From an optimization exercise on the open Yosys and OpenROAD flow, aimed at a short achievable clock period and few clock cycles per item; shortcuts taken in it are not production practice. Function was checked by simulation only, so behaviour that the tests miss may differ from the original.

--- flow/config.mk ---
export PLATFORM = sky130hd
export DESIGN_NAME = palette_rle_sprite_line_decoder
export DESIGN_NICKNAME = palette_rle_sprite_line_decoder
export VERILOG_FILES = /design/flow/design.v
export SDC_FILE = /design/flow/constraint.sdc
export NUM_CORES = 4
export LEC_CHECK = 0
export CAP_MARGIN = 20
export CORE_MARGIN = 2
export CORE_UTILIZATION = 40
export SLEW_MARGIN = 20
--- flow/constraint.sdc ---
create_clock -name core_clock -period 6.0 [get_ports {aclk}]
set_input_delay 1.2000 -clock core_clock [delete_from_list [all_inputs] [get_ports {aclk}]]
set_output_delay 1.2000 -clock core_clock [all_outputs]
set_load 0.01 [all_outputs]
--- flow/design.v ---
package prsld_pkg;
    localparam int PALETTE_ENTRIES_DEF = 256;
    localparam int MAX_WIDTH_DEF       = 4096;
    localparam int FRAME_WIDTH_W = 12;
    localparam int COLUMN_W      = 12;
    localparam int COLOR_W       = 16;
    localparam int ALPHA_W       = 5;
    localparam int PIXEL_W       = ALPHA_W + COLOR_W;
    localparam int RUN_W         = 6;
    localparam int BYTE_W        = 8;
    localparam int INDEX_W       = 8;
    localparam logic [FRAME_WIDTH_W-1:0] FRAME_WIDTH_RESET = 12'd1;
    localparam logic [ALPHA_W-1:0]       ALPHA_OPAQUE      = 5'h1F;
    localparam logic [1:0] TK_ALPHA   = 2'b00;
    localparam logic [1:0] TK_LITERAL = 2'b01;
    localparam logic [1:0] TK_REPEAT  = 2'b10;
    localparam logic [1:0] TK_SKIP    = 2'b11;
    typedef enum logic [3:0] {
        PH_TOKEN     = 4'b0001,
        PH_RUN_ALPHA = 4'b0010,
        PH_RUN_INDEX = 4'b0100,
        PH_LITERAL   = 4'b1000
    } phase_t;
    typedef enum logic [2:0] {
        ST_IDLE   = 3'b001,
        ST_DECODE = 3'b010,
        ST_EMIT   = 3'b100
    } ctl_state_t;
    typedef struct packed {
        logic                 action;
        logic                 line_start;
        logic [BYTE_W-1:0]    data_byte;
        logic [INDEX_W-1:0]   palette_index;
        logic [COLOR_W-1:0]   palette_color;
    } item_t;
    typedef struct packed {
        logic                 pixel_valid;
        logic [COLUMN_W-1:0]  column;
        logic [PIXEL_W-1:0]   pixel_value;
        logic                 line_done;
        logic                 overrun;
        logic                 last;
    } result_t;
    typedef struct packed {
        logic                 wr_en;
        logic                 rd_en;
        logic [INDEX_W-1:0]   index;
        logic [COLOR_W-1:0]   color;
    } pal_req_t;
endpackage
module prsld_ram #(
    parameter int WIDTH = 16,
    parameter int DEPTH = 256,
    localparam int AW = $clog2(DEPTH)
) (
    input  logic             aclk,
    input  logic             we,
    input  logic             re,
    input  logic [AW-1:0]    addr,
    input  logic [WIDTH-1:0] wdata,
    output logic [WIDTH-1:0] rdata
);
    logic [WIDTH-1:0] mem_reg [DEPTH];
    logic [WIDTH-1:0] rdata_reg;
    always_ff @(posedge aclk) begin
        if (we) begin
            mem_reg[addr] <= wdata;
        end
        if (re) begin
            rdata_reg <= mem_reg[addr];
        end
    end
    assign rdata = rdata_reg;
endmodule
import prsld_pkg::*;
module prsld_palette #(
    parameter int ENTRIES = prsld_pkg::PALETTE_ENTRIES_DEF,
    localparam int AW = $clog2(ENTRIES)
) (
    input  logic               aclk,
    input  logic               aresetn,
    input  prsld_pkg::pal_req_t           req,
    output logic [prsld_pkg::COLOR_W-1:0] rd_color
);
    logic [ENTRIES-1:0] valid_reg;
    logic [ENTRIES-1:0] valid_next;
    logic               hit_reg;
    logic               hit_next;
    logic [AW-1:0]      addr;
    logic [COLOR_W-1:0] ram_q;
    assign addr = AW'(req.index);
    always_comb begin
        valid_next = valid_reg;
        if (req.wr_en) begin
            valid_next[addr] = 1'b1;
        end
        hit_next = hit_reg;
        if (req.rd_en) begin
            hit_next = valid_reg[addr];
        end
    end
    always_ff @(posedge aclk) begin
        if (!aresetn) begin
            valid_reg <= '0;
            hit_reg   <= 1'b0;
        end else begin
            valid_reg <= valid_next;
            hit_reg   <= hit_next;
        end
    end
    prsld_ram #(
        .WIDTH (COLOR_W),
        .DEPTH (ENTRIES)
    ) u_ram (
        .aclk  (aclk),
        .we    (req.wr_en),
        .re    (req.rd_en),
        .addr  (addr),
        .wdata (req.color),
        .rdata (ram_q)
    );
    assign rd_color = hit_reg ? ram_q : '0;
endmodule
import prsld_pkg::*;
module prsld_core #(
    parameter int MAX_WIDTH = prsld_pkg::MAX_WIDTH_DEF,
    localparam int CW = $clog2(MAX_WIDTH + 2**prsld_pkg::RUN_W)
) (
    input  logic               aclk,
    input  logic               aresetn,
    input  logic               in_valid,
    output logic               in_ready,
    input  prsld_pkg::item_t              in_item,
    input  logic [CW-1:0]      w_eff,
    output prsld_pkg::pal_req_t           pal_req,
    input  logic [prsld_pkg::COLOR_W-1:0] pal_color,
    output logic               out_valid,
    input  logic               out_ready,
    output prsld_pkg::result_t            out_res
);
    prsld_pkg::ctl_state_t           state_reg, state_next;
    prsld_pkg::phase_t               phase_reg, phase_next;
    logic [RUN_W-1:0]     run_reg, run_next;
    logic [ALPHA_W-1:0]   alpha_reg, alpha_next;
    logic [CW-1:0]        col_reg, col_next;
    logic                 fin_reg, fin_next;
    logic                 out_valid_reg, out_valid_next;
    prsld_pkg::result_t              out_res_reg, out_res_next;
    logic                 lstart_reg, lstart_next;
    logic [BYTE_W-1:0]    byte_reg, byte_next;
    logic [PIXEL_W-1:0]   pix_reg, pix_next;
    prsld_pkg::phase_t               ph_eff;
    logic [RUN_W-1:0]     run_eff;
    logic [ALPHA_W-1:0]   alpha_eff;
    logic [CW-1:0]        col_eff;
    logic                 fin_eff;
    prsld_pkg::phase_t               dec_ph;
    logic [RUN_W-1:0]     dec_run;
    logic [ALPHA_W-1:0]   dec_alpha;
    logic [CW-1:0]        dec_col;
    logic                 dec_fin;
    logic                 dec_drop;
    logic                 dec_pix;
    logic [PIXEL_W-1:0]   dec_val;
    logic                 dec_emit;
    logic [CW-1:0]        skip_sum;
    logic [CW-1:0]        col_plus_run;
    logic [CW-1:0]        col_plus_one;
    logic [CW-1:0]        emit_inc;
    logic [CW-1:0]        emit_end;
    logic                 out_free;
    logic                 load_out;
    assign out_free = !out_valid_reg || out_ready;
    always_comb begin
        ph_eff    = phase_reg;
        run_eff   = run_reg;
        alpha_eff = alpha_reg;
        col_eff   = col_reg;
        fin_eff   = fin_reg;
        if (lstart_reg) begin
            ph_eff    = PH_TOKEN;
            run_eff   = '0;
            alpha_eff = '0;
            col_eff   = '0;
            fin_eff   = 1'b0;
        end
    end
    assign skip_sum     = col_eff + CW'(byte_reg[RUN_W-1:0]);
    assign col_plus_run = col_eff + CW'(run_eff);
    assign col_plus_one = col_eff + CW'(1);
    always_comb begin
        dec_ph    = ph_eff;
        dec_run   = run_eff;
        dec_alpha = alpha_eff;
        dec_col   = col_eff;
        dec_fin   = fin_eff;
        dec_drop  = 1'b0;
        dec_pix   = 1'b0;
        dec_val   = '0;
        dec_emit  = 1'b0;
        if (!fin_eff) begin
            case (ph_eff)
                PH_TOKEN: begin
                    case (byte_reg[7:6])
                        TK_ALPHA: begin
                            if (byte_reg[5]) begin
                                dec_alpha = byte_reg[ALPHA_W-1:0];
                                dec_run   = RUN_W'(1);
                                dec_ph    = PH_RUN_INDEX;
                            end else if (byte_reg != '0) begin
                                dec_run = {1'b0, byte_reg[ALPHA_W-1:0]};
                                dec_ph  = PH_RUN_ALPHA;
                            end else if (col_eff != '0) begin
                                dec_fin = 1'b1;
                            end
                        end
                        TK_LITERAL: begin
                            dec_run = byte_reg[RUN_W-1:0];
                            if (byte_reg[RUN_W-1:0] != '0) begin
                                dec_ph = PH_LITERAL;
                            end else begin
                                dec_ph  = PH_TOKEN;
                                dec_fin = (col_eff >= w_eff);
                            end
                        end
                        TK_REPEAT: begin
                            dec_run   = byte_reg[RUN_W-1:0];
                            dec_alpha = ALPHA_OPAQUE;
                            dec_ph    = PH_RUN_INDEX;
                        end
                        TK_SKIP: begin
                            dec_col  = skip_sum;
                            dec_drop = (skip_sum > w_eff);
                            dec_ph   = PH_TOKEN;
                            dec_fin  = (skip_sum >= w_eff);
                        end
                        default: begin
                            dec_ph = PH_TOKEN;
                        end
                    endcase
                end
                PH_RUN_ALPHA: begin
                    dec_alpha = byte_reg[ALPHA_W-1:0];
                    dec_ph    = PH_RUN_INDEX;
                end
                PH_RUN_INDEX: begin
                    dec_val = {alpha_eff, pal_color};
                    if (run_eff == '0) begin
                        dec_ph  = PH_TOKEN;
                        dec_fin = (col_eff >= w_eff);
                    end else if (col_eff < w_eff) begin
                        dec_emit = 1'b1;
                    end else begin
                        dec_col  = col_plus_run;
                        dec_run  = '0;
                        dec_drop = 1'b1;
                        dec_ph   = PH_TOKEN;
                        dec_fin  = (col_plus_run >= w_eff);
                    end
                end
                PH_LITERAL: begin
                    dec_val = {ALPHA_OPAQUE, pal_color};
                    if (col_eff < w_eff) begin
                        dec_pix = 1'b1;
                    end else begin
                        dec_drop = 1'b1;
                    end
                    dec_col = col_plus_one;
                    dec_run = run_eff - RUN_W'(1);
                    if (dec_run == '0) begin
                        dec_ph  = PH_TOKEN;
                        dec_fin = (col_plus_one >= w_eff);
                    end
                end
                default: begin
                    dec_ph = PH_TOKEN;
                end
            endcase
        end
    end
    assign emit_inc = col_reg + CW'(1);
    assign emit_end = col_reg + CW'(run_reg);
    always_comb begin
        state_next   = state_reg;
        phase_next   = phase_reg;
        run_next     = run_reg;
        alpha_next   = alpha_reg;
        col_next     = col_reg;
        fin_next     = fin_reg;
        lstart_next  = lstart_reg;
        byte_next    = byte_reg;
        pix_next     = pix_reg;
        out_res_next = out_res_reg;
        load_out     = 1'b0;
        pal_req      = '0;
        case (state_reg)
            ST_IDLE: begin
                if (in_valid) begin
                    if (!in_item.action) begin
                        pal_req.wr_en = 1'b1;
                        pal_req.index = in_item.palette_index;
                        pal_req.color = in_item.palette_color;
                    end else begin
                        pal_req.rd_en = 1'b1;
                        pal_req.index = in_item.data_byte;
                        lstart_next   = in_item.line_start;
                        byte_next     = in_item.data_byte;
                        state_next    = ST_DECODE;
                    end
                end
            end
            ST_DECODE: begin
                if (dec_emit || out_free) begin
                    phase_next  = dec_ph;
                    run_next    = dec_run;
                    alpha_next  = dec_alpha;
                    col_next    = dec_col;
                    fin_next    = dec_fin;
                    lstart_next = 1'b0;
                    if (dec_emit) begin
                        pix_next   = dec_val;
                        state_next = ST_EMIT;
                    end else begin
                        load_out                 = 1'b1;
                        out_res_next.pixel_valid = dec_pix;
                        out_res_next.column      = dec_pix ? COLUMN_W'(col_eff) : '0;
                        out_res_next.pixel_value = dec_pix ? dec_val : '0;
                        out_res_next.line_done   = dec_fin;
                        out_res_next.overrun     = dec_drop;
                        out_res_next.last        = 1'b1;
                        state_next               = ST_IDLE;
                    end
                end
            end
            ST_EMIT: begin
                if (out_free) begin
                    load_out                 = 1'b1;
                    out_res_next.pixel_valid = 1'b1;
                    out_res_next.column      = COLUMN_W'(col_reg);
                    out_res_next.pixel_value = pix_reg;
                    out_res_next.line_done   = 1'b0;
                    out_res_next.overrun     = 1'b0;
                    out_res_next.last        = 1'b0;
                    if (run_reg == RUN_W'(1) || emit_inc >= w_eff) begin
                        out_res_next.last      = 1'b1;
                        out_res_next.overrun   = (run_reg != RUN_W'(1));
                        out_res_next.line_done = (emit_end >= w_eff);
                        col_next               = emit_end;
                        run_next               = '0;
                        phase_next             = PH_TOKEN;
                        fin_next               = (emit_end >= w_eff);
                        state_next             = ST_IDLE;
                    end else begin
                        col_next = emit_inc;
                        run_next = run_reg - RUN_W'(1);
                    end
                end
            end
            default: begin
                state_next = ST_IDLE;
            end
        endcase
        out_valid_next = load_out ? 1'b1 : (out_ready ? 1'b0 : out_valid_reg);
    end
    always_ff @(posedge aclk) begin
        if (!aresetn) begin
            state_reg     <= ST_IDLE;
            phase_reg     <= PH_TOKEN;
            run_reg       <= '0;
            alpha_reg     <= '0;
            col_reg       <= '0;
            fin_reg       <= 1'b1;
            out_valid_reg <= 1'b0;
        end else begin
            state_reg     <= state_next;
            phase_reg     <= phase_next;
            run_reg       <= run_next;
            alpha_reg     <= alpha_next;
            col_reg       <= col_next;
            fin_reg       <= fin_next;
            out_valid_reg <= out_valid_next;
        end
    end
    always_ff @(posedge aclk) begin
        lstart_reg  <= lstart_next;
        byte_reg    <= byte_next;
        pix_reg     <= pix_next;
        out_res_reg <= out_res_next;
    end
    assign in_ready  = (state_reg == ST_IDLE);
    assign out_valid = out_valid_reg;
    assign out_res   = out_res_reg;
endmodule
import prsld_pkg::*;
module palette_rle_sprite_line_decoder #(
    parameter int PALETTE_ENTRIES = prsld_pkg::PALETTE_ENTRIES_DEF,
    parameter int MAX_WIDTH       = prsld_pkg::MAX_WIDTH_DEF
) (
    input  logic                      aclk,
    input  logic                      aresetn,
    input  logic                      cfg_we,
    input  logic [prsld_pkg::FRAME_WIDTH_W-1:0]  cfg_wdata,
    input  logic                      s_valid,
    output logic                      s_ready,
    input  logic                      s_action,
    input  logic                      s_line_start,
    input  logic [prsld_pkg::BYTE_W-1:0]         s_data_byte,
    input  logic [prsld_pkg::INDEX_W-1:0]        s_palette_index,
    input  logic [prsld_pkg::COLOR_W-1:0]        s_palette_color,
    output logic                      m_valid,
    input  logic                      m_ready,
    output logic                      m_pixel_valid,
    output logic [prsld_pkg::COLUMN_W-1:0]       m_column,
    output logic [prsld_pkg::PIXEL_W-1:0]        m_pixel_value,
    output logic                      m_line_done,
    output logic                      m_overrun,
    output logic                      m_last
);
    localparam int CW = $clog2(MAX_WIDTH + 2**RUN_W);
    logic [FRAME_WIDTH_W-1:0] frame_width_reg;
    logic [FRAME_WIDTH_W-1:0] frame_width_next;
    logic [CW-1:0]            w_eff;
    prsld_pkg::item_t                    in_item;
    prsld_pkg::result_t                  out_res;
    prsld_pkg::pal_req_t                 pal_req;
    logic [COLOR_W-1:0]       pal_color;
    assign frame_width_next = cfg_we ? cfg_wdata : frame_width_reg;
    always_ff @(posedge aclk) begin
        if (!aresetn) begin
            frame_width_reg <= FRAME_WIDTH_RESET;
        end else begin
            frame_width_reg <= frame_width_next;
        end
    end
    always_comb begin
        if (frame_width_reg == '0) begin
            w_eff = CW'(1);
        end else if (32'(frame_width_reg) > 32'(MAX_WIDTH)) begin
            w_eff = CW'(MAX_WIDTH);
        end else begin
            w_eff = CW'(frame_width_reg);
        end
    end
    assign in_item.action        = s_action;
    assign in_item.line_start    = s_line_start;
    assign in_item.data_byte     = s_data_byte;
    assign in_item.palette_index = s_palette_index;
    assign in_item.palette_color = s_palette_color;
    prsld_palette #(
        .ENTRIES (PALETTE_ENTRIES)
    ) u_palette (
        .aclk     (aclk),
        .aresetn  (aresetn),
        .req      (pal_req),
        .rd_color (pal_color)
    );
    prsld_core #(
        .MAX_WIDTH (MAX_WIDTH)
    ) u_core (
        .aclk      (aclk),
        .aresetn   (aresetn),
        .in_valid  (s_valid),
        .in_ready  (s_ready),
        .in_item   (in_item),
        .w_eff     (w_eff),
        .pal_req   (pal_req),
        .pal_color (pal_color),
        .out_valid (m_valid),
        .out_ready (m_ready),
        .out_res   (out_res)
    );
    assign m_pixel_valid = out_res.pixel_valid;
    assign m_column      = out_res.column;
    assign m_pixel_value = out_res.pixel_value;
    assign m_line_done   = out_res.line_done;
    assign m_overrun     = out_res.overrun;
    assign m_last        = out_res.last;
endmodule
--- flow/run.sh ---
#!/bin/bash
# synth_recipe.tcl (not shown) runs the flow's synth.tcl, then flattens the netlist and writes it again
# the make line also repeats each setting of config.mk as NAME=value (left out here)
make -C /OpenROAD-flow-scripts/flow DESIGN_CONFIG=/design/flow/config.mk WORK_HOME=/design/flow/orfs CLKGATE_MAP_FILE= SYNTH_SCRIPT=/design/flow/synth_recipe.tcl finish
==> results.cfg <==
[outcome]
status = finished clean

[die]
start_util_pct = 40.1
die_w_um = 680
die_area_um2 = 462000
fp.coreArea_um2 = 456000
std_cell_rows = 248
dieHeight_um = 680
io_pins = 90

[worst_setup_path]
arrival_ns = 5.74
crit_path_max_fanout = 34
crit_required_ns = 6.77
worst-r2r-setup-slack_ns = 1.08
worstSetupStartpointType = primary input
critical_path_class = primary input to flop
end_kind = flop

[power]
ir_drop_mv = 0.270
p_leak_nw = 71.8
power.density_nw_per_um2 = 321
power.total_mw = 67.8

[logic_synthesis]
ys_async_sr_fraction_pct = 0
synth_seq_cells = 4481
syn-num-nets = 15300
netlist_area_um2 = 183000
synth-edff-count = 4179
ys_seq_area_share_pct = 72.0
synth_ff_type = edfxtp_1
avgSynthCellArea_um2 = 12.1
ys_warn_count = 4
synthDistinctLibCells = 98
synthCells = 15100

[sta]
rsz0062_at_grt = no
relSlewSlack_pct = 25.6
final-setup-viol-count = 0
fin_worst_skew_ns = 0.0594
maxSlewViolCount = 0
max_freq_mhz = 201
tightest_slew_ns = 1.11
period_needed_ns = 4.97
holdWs_ns = 0.463
hold_violations = 0
period_share_pct = 82.9

[drt]
wl_mm = 595
first_pass_iters = 8
detail-route-antenna-nets = 0
drc = 0
drt-wirelength-per-cell_um = 27.1
vias_per_cell = 5.83
drt-initial-drc-count = 17300
vias = 128000

[finish]
design.final.nets = 15800
fillers = 40400
syn_to_final_growth_pct = 15.6
layout-drive-gt1-share_pct = 11.1
utilization_pct = 46.4
largest_reg_flops = 4096

[clocking]
cts_buffers = 446
postCtsSetupBuffers = 0
clock-sinks = 4481
cts_tree = built
cts_resized = 0
cts_root_buf = clkbuf_16
clkLatencyLatePin_ns = 1.05
clkTransAtPathRegs_ns = 0.06
cts.htree.levels = 5
cts.hold.buffers_added = 0
cts_max_path_buffers = 4

[min_path]
min-delay-path-class = flop to flop

[global_route]
grt_antenna_before_repair = 30
grt_max_degree = 111
overflow = 0
grt_first_pass_wirelength_mm = 854
grtUsageTotal_pct = 24.9
grt_pass1_vias = 119000

[placed_design]
dp.final_hpwl_mm = 369
finalWeightedCongestion = 0.913
port-buffer-count = 89

[run]
maxCapViolCount = 0
## path summary, 6_finish.rpt
path / from / endpoint / depth (start not counted)
hold / removal: u_palette.valid_reg[91] / u_palette.valid_reg[91] / 1
setup / recovery: s_valid / u_palette.u_ram.rdata_reg[11] / 12
setup reg to reg: u_core.lstart_reg / u_core.col_reg[12] / 15
hold reg to reg: u_palette.valid_reg[91] / u_palette.valid_reg[91] / 1
## cell usage in the layout (no fill, tap or decap), types with 16 or more instances in the layout
master / n
buf_12: 189
and2_4: 16
nand2_1: 4397
a221oi_1: 16
nand3_1: 2115
nand4_1: 26
o221ai_1: 19
clkdlybuf4s50_1: 87
a22o_1: 18
nor3_1: 40
a32oi_1: 243
and2_1: 33
bufinv_16: 31
mux2i_1: 23
diode_2: 19
a21o_1: 28
ha_1: 94
buf_4: 821
clkinv_2: 63
xnor2_1: 43
a21oi_1: 188
dfxtp_1: 302
nor2b_1: 33
clkinv_1: 116
nor2_1: 640
clkinv_16: 18
nor4_1: 21
clkbuf_1: 90
inv_1: 46
mux2_2: 29
clkbuf_16: 447
o21a_1: 128
edfxtp_1: 4179
nor2_2: 21
xor2_1: 21
and3_1: 280
o21ai_0: 134
o22ai_1: 18
a31oi_1: 624
## final cells by class
cell class	instances	area (µm²)	area share [%]
antenna	19	47.5	0.0225
clock buffer	548	11700	5.52
clock inverter	259	2560	1.21
inverter	50	208	0.0983
multi-input combinational	9530	47000	22.2
sequential	4481	132000	62.2
tap	6000	7510	3.55
timing repair buffer	1101	10800	5.13
## through the flow
stage | std cells | setup TNS, ns | setup slack (ns) | instance area (µm²)
after floorplan | 15100 | -812.00 | -0.529 | 183000
after global placement | 21200 | -0.745 | -0.411 | 197000
after detailed placement | 21200 | -0.117 | -0.117 | 197000
after CTS | 22000 | 0 | 0.970 | 211000
after global routing | 22000 | 0 | 0.931 | 211000
final | 22000 | 0 | 1.03 | 211000
## metal layers
| metal | track usage, % | wire [µm] |
|---|---|---|
| met1 | 34.7 | 239000 |
| met2 | 38.8 | 272000 |
| met3 | 4.94 | 60800 |
| met4 | 9.06 | 23400 |
| met5 | 0 | 175 |
## report_power, final
group          switching, mW  internal (mW)  total [mW]
logic                   4.37           1.72        6.09
registers             0.0832           34.1        34.2
clock network           12.3           15.2        27.5
total                   16.8           51.0        67.8
## cells in the mapped netlist (all sizes together) (12+ instances only)
cell | n | area share [%]
o41ai | 27 | 0.14
o221ai | 19 | 0.091
nand2 | 4402 | 9.0
nand4 | 26 | 0.089
dfxtp | 302 | 3.3
nor3 | 51 | 0.15
nor2 | 663 | 1.4
inv | 48 | 0.099
o22ai | 18 | 0.062
o211ai | 15 | 0.062
a211oi | 16 | 0.068
mux2 | 32 | 0.20
a31oi | 627 | 2.2
ha | 96 | 0.66
xor2 | 21 | 0.10
and3 | 280 | 0.96
a221oi | 18 | 0.11
a32oi | 243 | 1.2
buf | 704 | 1.8
nand3 | 2130 | 5.8
o21a | 128 | 0.53
mux2i | 28 | 0.18
xnor2 | 43 | 0.21
a21oi | 191 | 0.53
nor2b | 33 | 0.11
a21o | 28 | 0.11
a311oi | 15 | 0.072
edfxtp | 4179 | 69
clkbuf | 348 | 0.72
nor4 | 31 | 0.11
nand2b | 12 | 0.041
and2 | 50 | 0.17
o21ai | 140 | 0.38
a22o | 18 | 0.086
## logic make-up (layout without fill, tap and decap cells)
group / Yosys count / count (layout) / share of synthesized area (%)
buffers and inverters: 1102 / 1958 / 2.65
muxes: 60 / 60 / 0.377
adders and majority gates: 100 / 100 / 0.685
AOI/OAI and AO/OA: 1592 / 1592 / 5.98
DFF: 4481 / 4481 / 72.0
and+or+nand+nor: 7714 / 7714 / 18.0
xor gates and xnor gates: 64 / 64 / 0.307
other: 0 / 19 / 0
## worst max-delay path, stage by stage
cell and delay (ns):
clkdlybuf4s50_1 0.58, and4bb_2 0.50, nand2_4 0.14, inv_8 0.36
buf_12 0.26, buf_12 0.21, nand3_1 0.10, a32oi_1 0.41
a31oi_1 0.20, or4_1 0.70, nor3_1 0.74, nand4_1 0.16
Testbench counts, summed over its fixed seeds: cycles 97,435, items 37,997.

==> port drivers added, routing unchanged <==
The flow's constraints put no driver on any port. The routed layout listed below was extracted and timed again, unchanged, in two steps.
Step 1, drivers: a clkbuf_16 drives aclk and a buf_2 each remaining input, both assumed.
Step 2 adds t to the input delays and takes it off the output delays; t is the mean of the earliest and latest rising clock arrival at the registers after step 1. Input paths then give back, and output paths get back, about the clock's delay inside the block.
a / b / c = no drivers / after step 1 / after step 2; a / b = the first two.
shift t [ns]: 1.156
slack for setup (ns): 1.026 / 1.084 / -0.041
worst setup path after step 2: input to register
latest minus earliest clock arrival (ns): 0.087 / 0.086
worst register clock-pin slew, ns: 0.07 / 0.07
With both steps, setup timing fails in this run, where it was met with ideal ports. For this run, drivers alone change the setup slack by +0.058 ns; drivers and shift together by -1.067 ns.
